This design comes from an exercise in tuning for small area on the open sky130 flow, not from production work. Only the layout flow was run in this run; the RTL was not checked for function there. Power figures rest on the tool's default switching activity, not on a simulated workload.

==> flow/design.v <==
`timescale 1ns/1ps
package lockstep_pkg;
    typedef logic [15:0] addr_t;
    typedef logic [7:0]  data_t;
    typedef logic [1:0]  module_id_t;
    typedef enum logic [1:0]
    {
        BEAT_IDLE  = 2'd0,
        BEAT_SCAN  = 2'd1,
        BEAT_WRITE = 2'd2
    } beat_e;
    typedef struct packed
    {
        logic  ok;
        beat_e beat;
        addr_t addr;
        data_t data;
        logic  sync;
    } bcast_t;
    typedef enum logic [1:0]
    {
        RL_REBUILD = 2'd0,
        RL_ALIGN   = 2'd1,
        RL_REJOIN  = 2'd2,
        RL_RUN     = 2'd3
    } run_level_e;
    localparam int SYNC_DELAY = 3;
    localparam int REBUILD_PASSES = 2;
endpackage
`timescale 1ns/1ps
module state_ram
#(
    parameter int ADDR_W = 9
)
(
    input  logic  CORE_CLK,
    input  logic  a_we,
    input  lockstep_pkg::addr_t a_addr,
    input  lockstep_pkg::data_t a_wdata,
    output lockstep_pkg::data_t a_rdata,
    input  logic  b_we,
    input  lockstep_pkg::addr_t b_addr,
    input  lockstep_pkg::data_t b_wdata
);
    localparam int DEPTH = 1 << ADDR_W;
    lockstep_pkg::data_t mem [DEPTH];
    logic [ADDR_W-1:0] a_idx;
    logic [ADDR_W-1:0] b_idx;
    assign a_idx = a_addr[ADDR_W-1:0];
    assign b_idx = b_addr[ADDR_W-1:0];
    always_ff @(posedge CORE_CLK)
    begin
        if (a_we)
            mem[a_idx] <= a_wdata;
        if (b_we)
            mem[b_idx] <= b_wdata;
    end
    always_ff @(posedge CORE_CLK)
    begin
        if (a_we)
            a_rdata <= a_wdata;
        else
            a_rdata <= mem[a_idx];
    end
endmodule
`timescale 1ns/1ps
module bcast_scanner
#(
    parameter int ADDR_W = 9
)
(
    input  logic       CORE_CLK,
    input  logic       RST_n,
    input  lockstep_pkg::module_id_t module_id,
    input  lockstep_pkg::run_level_e run_level,
    input  logic       vote_good,
    input  logic       align_load,
    input  lockstep_pkg::addr_t      align_addr,
    input  logic       wr_valid,
    input  lockstep_pkg::addr_t      wr_addr,
    input  lockstep_pkg::data_t      wr_data,
    output logic       wr_ready,
    output logic       a_we,
    output lockstep_pkg::addr_t      a_addr,
    output lockstep_pkg::data_t      a_wdata,
    input  lockstep_pkg::data_t      a_rdata,
    output lockstep_pkg::bcast_t     bcast_out
);
    localparam logic [ADDR_W-1:0] STEP_ONE = {{(ADDR_W-1){1'b0}}, 1'b1};
    localparam logic [ADDR_W-1:0] STEP_TWO = {{(ADDR_W-2){1'b0}}, 2'b10};
    logic [ADDR_W-1:0] scan_cnt;
    logic [ADDR_W-1:0] rd_addr;
    logic [ADDR_W-1:0] beat_addr;
    logic              scan_fresh;
    logic              wr_beat_vld;
    logic [ADDR_W-1:0] wr_beat_addr;
    lockstep_pkg::data_t             wr_beat_data;
    logic              in_run;
    logic              wr_accept;
    assign in_run    = (run_level == lockstep_pkg::RL_RUN);
    assign wr_ready  = in_run && vote_good && !wr_beat_vld;
    assign wr_accept = wr_valid && wr_ready;
    assign rd_addr = wr_beat_vld ? wr_beat_addr : scan_cnt;
    assign a_we    = wr_beat_vld;
    assign a_addr  = lockstep_pkg::addr_t'(rd_addr);
    assign a_wdata = wr_beat_data;
    always_ff @(posedge CORE_CLK)
    begin
        if (!RST_n)
        begin
            scan_cnt    <= '0;
            beat_addr   <= '0;
            scan_fresh  <= 1'b1;
            wr_beat_vld <= 1'b0;
        end
        else
        begin
            wr_beat_vld <= wr_accept;
            beat_addr   <= rd_addr;
            scan_fresh  <= !wr_beat_vld;
            if (wr_beat_vld)
                scan_cnt <= scan_cnt - STEP_TWO;
            else if (align_load)
                scan_cnt <= align_addr[ADDR_W-1:0] + STEP_TWO;
            else
                scan_cnt <= scan_cnt + STEP_ONE;
        end
    end
    always_ff @(posedge CORE_CLK)
    begin
        if (wr_accept)
        begin
            wr_beat_addr <= wr_addr[ADDR_W-1:0];
            wr_beat_data <= wr_data;
        end
    end
    always_comb
    begin
        if (!in_run)
        begin
            bcast_out.beat = lockstep_pkg::BEAT_IDLE;
            bcast_out.addr = lockstep_pkg::addr_t'(module_id);
            bcast_out.data = lockstep_pkg::data_t'(module_id);
            bcast_out.sync = 1'b0;
        end
        else if (wr_beat_vld)
        begin
            bcast_out.beat = lockstep_pkg::BEAT_WRITE;
            bcast_out.addr = lockstep_pkg::addr_t'(wr_beat_addr);
            bcast_out.data = wr_beat_data;
            bcast_out.sync = 1'b0;
        end
        else
        begin
            bcast_out.beat = lockstep_pkg::BEAT_SCAN;
            bcast_out.addr = lockstep_pkg::addr_t'(beat_addr);
            bcast_out.data = a_rdata;
            bcast_out.sync = scan_fresh && (beat_addr == '0);
        end
        bcast_out.ok = in_run && vote_good;
    end
endmodule
`timescale 1ns/1ps
module lockstep_voter
(
    input  lockstep_pkg::bcast_t bcast_out,
    input  lockstep_pkg::bcast_t nbr_in0,
    input  lockstep_pkg::bcast_t nbr_in1,
    input  lockstep_pkg::bcast_t nbr_in2,
    output logic   vote_good,
    output lockstep_pkg::bcast_t nbr_sel
);
    localparam lockstep_pkg::bcast_t NO_NBR = '0;
    logic [2:0] agree;
    assign agree[0] = (bcast_out.addr == nbr_in0.addr) &&
                      (bcast_out.data == nbr_in0.data) &&
                      (bcast_out.sync == nbr_in0.sync);
    assign agree[1] = (bcast_out.addr == nbr_in1.addr) &&
                      (bcast_out.data == nbr_in1.data) &&
                      (bcast_out.sync == nbr_in1.sync);
    assign agree[2] = (bcast_out.addr == nbr_in2.addr) &&
                      (bcast_out.data == nbr_in2.data) &&
                      (bcast_out.sync == nbr_in2.sync);
    assign vote_good = |agree;
    always_comb
    begin
        if (nbr_in0.ok)
            nbr_sel = nbr_in0;
        else if (nbr_in1.ok)
            nbr_sel = nbr_in1;
        else if (nbr_in2.ok)
            nbr_sel = nbr_in2;
        else
            nbr_sel = NO_NBR;
    end
endmodule
`timescale 1ns/1ps
module rebuild_ctrl
#(
    parameter int ADDR_W = 9
)
(
    input  logic       CORE_CLK,
    input  logic       RST_n,
    input  logic       vote_good,
    input  lockstep_pkg::bcast_t     nbr_sel,
    output lockstep_pkg::run_level_e run_level,
    output logic       align_load,
    output lockstep_pkg::addr_t      align_addr,
    output logic       b_we,
    output lockstep_pkg::addr_t      b_addr,
    output lockstep_pkg::data_t      b_wdata
);
    localparam int WRAP_W = $clog2(lockstep_pkg::REBUILD_PASSES + 1);
    localparam logic [WRAP_W-1:0] WRAP_ONE  = {{(WRAP_W-1){1'b0}}, 1'b1};
    localparam logic [WRAP_W-1:0] WRAP_DONE = WRAP_W'(lockstep_pkg::REBUILD_PASSES);
    lockstep_pkg::run_level_e            rl_nxt;
    logic [WRAP_W-1:0]     wrap_cnt;
    logic [lockstep_pkg::SYNC_DELAY-1:0] sync_dly;
    logic                  nbr_live;
    logic                  nbr_scan;
    logic                  nbr_wrap;
    logic                  nbr_was_write;
    logic                  copying;
    assign nbr_live = nbr_sel.ok && (nbr_sel.beat != lockstep_pkg::BEAT_IDLE);
    assign nbr_scan = nbr_sel.ok && (nbr_sel.beat == lockstep_pkg::BEAT_SCAN);
    assign nbr_wrap = nbr_scan && (nbr_sel.addr[ADDR_W-1:0] == '0);
    assign copying  = (run_level == lockstep_pkg::RL_REBUILD) || (run_level == lockstep_pkg::RL_ALIGN);
    assign b_we    = copying && nbr_live;
    assign b_addr  = lockstep_pkg::addr_t'(nbr_sel.addr[ADDR_W-1:0]);
    assign b_wdata = nbr_sel.data;
    assign align_load = (run_level == lockstep_pkg::RL_ALIGN) && nbr_scan && !nbr_was_write;
    assign align_addr = nbr_sel.addr;
    always_comb
    begin
        rl_nxt = run_level;
        case (run_level)
            lockstep_pkg::RL_RUN:
                if (!vote_good)
                    rl_nxt = lockstep_pkg::RL_REBUILD;
            lockstep_pkg::RL_REBUILD:
                if (wrap_cnt == WRAP_DONE)
                    rl_nxt = lockstep_pkg::RL_ALIGN;
            lockstep_pkg::RL_ALIGN:
                if (nbr_sel.ok && nbr_sel.sync)
                    rl_nxt = lockstep_pkg::RL_REJOIN;
            lockstep_pkg::RL_REJOIN:
                if (sync_dly[lockstep_pkg::SYNC_DELAY-1])
                    rl_nxt = lockstep_pkg::RL_RUN;
            default:
                rl_nxt = lockstep_pkg::RL_RUN;
        endcase
    end
    always_ff @(posedge CORE_CLK)
    begin
        if (!RST_n)
        begin
            run_level     <= lockstep_pkg::RL_RUN;
            wrap_cnt      <= '0;
            sync_dly      <= '0;
            nbr_was_write <= 1'b0;
        end
        else
        begin
            run_level     <= rl_nxt;
            sync_dly      <= {sync_dly[lockstep_pkg::SYNC_DELAY-2:0], nbr_sel.sync};
            nbr_was_write <= nbr_sel.ok && (nbr_sel.beat == lockstep_pkg::BEAT_WRITE);
            if (run_level == lockstep_pkg::RL_RUN)
                wrap_cnt <= '0;
            else if ((run_level == lockstep_pkg::RL_REBUILD) && nbr_wrap && (wrap_cnt != WRAP_DONE))
                wrap_cnt <= wrap_cnt + WRAP_ONE;
        end
    end
endmodule
`timescale 1ns/1ps
module lockstep_module
#(
    parameter int ADDR_W = 9
)
(
    input  logic       CORE_CLK,
    input  logic       RST_n,
    input  logic [1:0]  module_id,
    input  logic        wr_valid,
    input  logic [15:0] wr_addr,
    input  logic [7:0]  wr_data,
    output logic        wr_ready,
    output logic [27:0] bcast_out,
    input  logic [27:0] nbr_in0,
    input  logic [27:0] nbr_in1,
    input  logic [27:0] nbr_in2
);
    lockstep_pkg::bcast_t     bcast_w;
    lockstep_pkg::bcast_t     nbr_w0;
    lockstep_pkg::bcast_t     nbr_w1;
    lockstep_pkg::bcast_t     nbr_w2;
    assign bcast_out = bcast_w;
    assign nbr_w0    = nbr_in0;
    assign nbr_w1    = nbr_in1;
    assign nbr_w2    = nbr_in2;
    lockstep_pkg::run_level_e run_level;
    logic       vote_good;
    lockstep_pkg::bcast_t     nbr_sel;
    logic       align_load;
    lockstep_pkg::addr_t      align_addr;
    logic       a_we;
    lockstep_pkg::addr_t      a_addr;
    lockstep_pkg::data_t      a_wdata;
    lockstep_pkg::data_t      a_rdata;
    logic       b_we;
    lockstep_pkg::addr_t      b_addr;
    lockstep_pkg::data_t      b_wdata;
    state_ram #(
        .ADDR_W (ADDR_W)
    ) u_state_ram (
        .CORE_CLK (CORE_CLK),
        .a_we     (a_we),
        .a_addr   (a_addr),
        .a_wdata  (a_wdata),
        .a_rdata  (a_rdata),
        .b_we     (b_we),
        .b_addr   (b_addr),
        .b_wdata  (b_wdata)
    );
    bcast_scanner #(
        .ADDR_W (ADDR_W)
    ) u_bcast_scanner (
        .CORE_CLK   (CORE_CLK),
        .RST_n      (RST_n),
        .module_id  (module_id),
        .run_level  (run_level),
        .vote_good  (vote_good),
        .align_load (align_load),
        .align_addr (align_addr),
        .wr_valid   (wr_valid),
        .wr_addr    (wr_addr),
        .wr_data    (wr_data),
        .wr_ready   (wr_ready),
        .a_we       (a_we),
        .a_addr     (a_addr),
        .a_wdata    (a_wdata),
        .a_rdata    (a_rdata),
        .bcast_out  (bcast_w)
    );
    lockstep_voter u_lockstep_voter (
        .bcast_out (bcast_w),
        .nbr_in0   (nbr_w0),
        .nbr_in1   (nbr_w1),
        .nbr_in2   (nbr_w2),
        .vote_good (vote_good),
        .nbr_sel   (nbr_sel)
    );
    rebuild_ctrl #(
        .ADDR_W (ADDR_W)
    ) u_rebuild_ctrl (
        .CORE_CLK   (CORE_CLK),
        .RST_n      (RST_n),
        .vote_good  (vote_good),
        .nbr_sel    (nbr_sel),
        .run_level  (run_level),
        .align_load (align_load),
        .align_addr (align_addr),
        .b_we       (b_we),
        .b_addr     (b_addr),
        .b_wdata    (b_wdata)
    );
endmodule
==> flow/run.sh <==
#!/bin/bash
# synth_recipe.tcl (not shown) runs the flow's synth.tcl, then flattens the netlist and writes it again
# the make line also repeats each setting of config.mk as NAME=value (left out here)
make -C /OpenROAD-flow-scripts/flow DESIGN_CONFIG=/design/flow/config.mk WORK_HOME=/design/flow/orfs CLKGATE_MAP_FILE= SYNTH_SCRIPT=/design/flow/synth_recipe.tcl finish
==> flow/config.mk <==
export PLATFORM = sky130hd
export DESIGN_NAME = lockstep_module
export DESIGN_NICKNAME = lockstep_module
export VERILOG_FILES = /design/flow/design.v
export SDC_FILE = /design/flow/constraint.sdc
export NUM_CORES = 8
export LEC_CHECK = 0
export CAP_MARGIN = 20
export CORE_MARGIN = 2
export CORE_UTILIZATION = 40
export SLEW_MARGIN = 20
==> flow/constraint.sdc <==
create_clock -name core_clock -period 10.0 [get_ports {CORE_CLK}]
set_input_delay 2.0000 -clock core_clock [delete_from_list [all_inputs] [get_ports {CORE_CLK}]]
set_output_delay 2.0000 -clock core_clock [all_outputs]
set_load 0.01 [all_outputs]
==> flow_summary_export.csv <==
group,metric,value,unit
routing,drtIter0Drc,20291,
setup_path,r2r_slack,3.71,ns
clock_tree,root_buffer,"clkbuf_16",
grt,antenna_found_initial,50,
clock_tree,htree_levels,5,
grt,track_usage,25.96,%
clock_tree,cts.clk_slew.worst_paths,0.06,ns
sta,fmax,134.4,MHz
clock_tree,post_cts_buffers,0,
sta,period_share,74.41,%
synthesis,synth_edf_count,4113,
power,peakVddDrop,0.0001624,V
clock_tree,cts_tree,"built",
floorplanning,die_area,0.5279,mm²
sta,layout_min_cycle_time,7.441,ns
power,p_leak,75.04,nW
min_path,hold_end,"u_rebuild_ctrl.sync_dly[1]$_SDFF_PN0_",
setup_path,crit_required,8.00,ns
grt,grt_max_degree,171,
routing,detail-route-antenna-nets,0,
cells_and_area,fill_cells,46511,
sta,setup_tns,0,ns
placed_design,dpl.cell_count,22008,
synthesis,synthCells,16219,
cells_and_area,syn_to_final_growth,10.37,%
clock_tree,clk_latency,1.07,ns
min_path,min-delay-start,"u_rebuild_ctrl.sync_dly[0]$_SDFF_PN0_",
min_path,min_path_cells,1,
routing,firstDrtPassIters,6,
outcome,status,"no timing/DRC/antenna violations",
setup_path,cp-start-kind,"flop",
setup_path,worstReg2RegEnd,"u_state_ram.a_rdata[6]$_DFF_P_",
sta,fin_skew,0.1135,ns
routing,wire_per_inst,30.93,µm
power,total_power,40.35,mW
grt,first_global_vias,135000,
setup_path,reg2reg_depth,9,
cells_and_area,drive_above_1_share,23.75,%
grt,grt_first_pass_wirelength,1004000,µm
setup_path,worstPathArrival,5.44,ns
sta,rsz0062_at_grt,"false",
setup_path,r2r_start,"u_bcast_scanner.wr_beat_vld$_SDFF_PN0_",
cells_and_area,finalNonFillerCells,22877,
cells_and_area,fin_nets,15619,
floorplanning,start_util,40.12,%
synthesis,seq_area_frac_synth,59.49,%
setup_path,crit_path_end_kind,"output port",
setup_path,startpoint,"u_rebuild_ctrl.run_level[1]$_SDFFE_PN1P_",
grt,grt-ovfl-total,0,
routing,drc,0,
placed_design,dp_hpwl,422700,µm
run,drv_cap,0,
sta,setup_violations,0,
clock_tree,postCtsHoldBufs,0,
synthesis,synth.avg_cell_area,12.88,µm²
routing,vias_per_cell,6.208,
clock_tree,numCtsBuffers,427,
sta,tightestPinTransition,1.422,ns
clock_tree,cts_resized,0,
floorplanning,num_rows,265,
routing,routed_wirelength,707500,µm
routing,vias,142019,
synthesis,ys_types,66,
placed_design,port_buffers,127,
setup_path,crit_type,"flop to output port",
sta,final_max_slew_viol_count,0,
sta,final_hold_viol_count,0,
sta,maxSlewHeadroom,5.178,%
synthesis,synth_flop_cell,"edfxtp_1",
floorplanning,pin_count,142,
clock_tree,cts_buffer_depth,4,
synthesis,ys_ff_latch,4149,
power,power.density,175.0,mW/mm²
clock_tree,cts_sinks,4149,
synthesis,yosys_warnings,4,
placed_design,place_congestion,0.8710,
synthesis,synthArstFlopShare,0,%
floorplanning,core,0.5206,mm²
setup_path,cp_max_fo,59,
synthesis,syn-cell-area,0.2088,mm²
floorplanning,die_y,726.6,µm
floorplanning,dieWidth,726.6,µm
min_path,hp-class,"flop to flop",
-- per-stage QoR --
| stage | worst slack [ns] | cell area [µm²] | hold WS (ns) | util (%) |
|---|---|---|---|---|
| 5_1_grt | 2.305 | 230300 | 0.4614 | 44.24 |
| 2_1_floorplan | 4.317 | 208900 | 0.4119 | - |
| 3_5_place_dp | 2.143 | 216500 | 0.4340 | 41.60 |
| 6_report | 2.559 | 230500 | 0.4483 | 44.28 |
| 3_3_place_gp | 2.195 | 216500 | 0.4141 | 41.59 |
| 4_1_cts | 2.505 | 230300 | 0.4412 | 44.24 |
-- cell families after synthesis --
kind of cell,Yosys count,share of synthesized area (%)
adders and majority gates,9,0.05392
buffers and inverters,1814,3.517
DFF,4149,59.49
muxes,2683,19.64
AOI/OAI and AO/OA,3821,10.06
other,1,0.001796
xor gates and xnor gates,35,0.1468
and+or+nand+nor,3707,7.095
-- registers in the layout, summed over array words and instances, names as in the netlist --
register / cells
u_bcast_scanner.beat_addr: 9
u_bcast_scanner.scan_cnt: 9
u_bcast_scanner.scan_fresh: 1
u_bcast_scanner.wr_beat_addr: 9
u_bcast_scanner.wr_beat_data: 8
u_bcast_scanner.wr_beat_vld: 1
u_rebuild_ctrl.nbr_was_write: 1
u_rebuild_ctrl.run_level: 2
u_rebuild_ctrl.sync_dly: 3
u_rebuild_ctrl.wrap_cnt: 2
u_state_ram.a_rdata: 8
u_state_ram.mem: 4096
-- Yosys cell counts, types with 32 or more instances --
library cell / count / area (µm²)
a21oi_1: 144 / 720.7
mux2i_1: 213 / 2132
buf_4: 32 / 240.2
nor4_1: 32 / 200.2
a31oi_1: 59 / 369.1
buf_2: 116 / 580.6
mux2_2: 1487 / 16740
nand3_1: 54 / 270.3
edfxtp_1: 4113 / 123500
buf_6: 36 / 405.4
a22oi_1: 270 / 2027
a221oi_1: 67 / 586.8
a41oi_1: 42 / 367.9
nand2_1: 3109 / 11670
nand4_1: 38 / 237.7
o21ai_0: 2864 / 14330
dfxtp_1: 36 / 720.7
mux4_2: 982 / 22120
nor2_1: 226 / 848.3
o22ai_1: 251 / 1570
nor3_1: 41 / 205.2
clkbuf_1: 1502 / 5638
nor2_2: 71 / 444.2
a22o_1: 67 / 586.8
buf_1: 111 / 416.7
or3_1: 33 / 206.5
-- cell usage in the layout (no fill, tap or decap), drive strengths merged, types with 67 or more instances in the layout --
cell type	synthesis	layout
a21oi	144	144
nand2	3109	3109
mux2i	213	213
clkdlybuf4s50	0	126
nor2	297	297
a221oi	67	67
mux4	982	982
a22o	67	67
clkinv	2	201
o22ai	251	251
buf	295	514
clkbuf	1502	527
a22oi	270	270
diode	0	78
mux2	1488	1488
edfxtp	4113	4113
o21ai	2867	2867
-- worst max-delay path, stage by stage, from the launching register on --
cell and delay [ns]:
dfxtp_1 0.38, ha_1 0.68, inv_2 0.35, buf_4 0.37, o21ai_0 0.20, or4b_1 0.44
or4_1 0.49, nor3_1 0.27, nor3_1 0.11, nor3_1 0.44, clkdlybuf4s50_1 0.65
-- how the worst max path moves through the flow --
stage	to	slack [ns]	cells past startpoint
final	wr_ready	2.56	10
after global routing	wr_ready	2.31	10
after CTS	wr_ready	2.51	10
after detailed placement	u_state_ram.mem[8][1]$_DFFE_PP_	2.14	8
after global placement	u_state_ram.mem[101][4]$_DFFE_PP_	2.20	8
after floorplan	wr_ready	4.32	6
-- power breakdown --
part	internal, mW	total (mW)	switching (mW)
Combinational	1.86	5.24	3.39
Sequential	18.9	18.9	0.0514
Clock	9.00	16.2	7.19
Total	29.7	40.3	10.6
-- area by class of cell --
cell class | count | area [µm²] | area share (%)
sequential | 4149 | 124200 | 53.90
clock inverter | 262 | 2406 | 1.044
inverter | 17 | 71.32 | 0.03094
multi-input combinational | 10262 | 77940 | 33.82
timing repair buffer | 640 | 5622 | 2.439
antenna | 78 | 195.2 | 0.08468
clock buffer | 527 | 11340 | 4.919
tap | 6942 | 8686 | 3.768
-- routing by layer --
layer / vias up / share of wire (%) / GRT usage, %
li1: 60215 / - / -
met1: 71658 / 38 / 35.02
met2: 8701 / 46 / 40.15
met3: 1423 / 11 / 5.994
met4: 22 / 4.7 / 11.52
met5: - / 0.020 / 0

separate check: timing with driven ports:
Ports are ideal in the flow. The routed layout listed here was re-timed in OpenROAD. Step 1: set_driving_cell puts a clkbuf_16 on CORE_CLK and a buf_2 on each other input, an assumption about the parent block. Step 2 also shifts input and output timing later by t, the mid clock arrival at the registers, as if the neighbouring blocks saw the same clock. a / b / c = ideal / step 1 / step 2; a / b = the first two.
t (ns): 1.133
slack for setup (ns): 2.559 / 2.443 / 1.871
worst slew at a driven data input, ns: 0.09
pins driven straight from the clock port: 1
After both steps setup and hold are still met in this run. For this run, drivers alone change the setup slack by -0.116 ns; drivers and shift together by -0.688 ns.
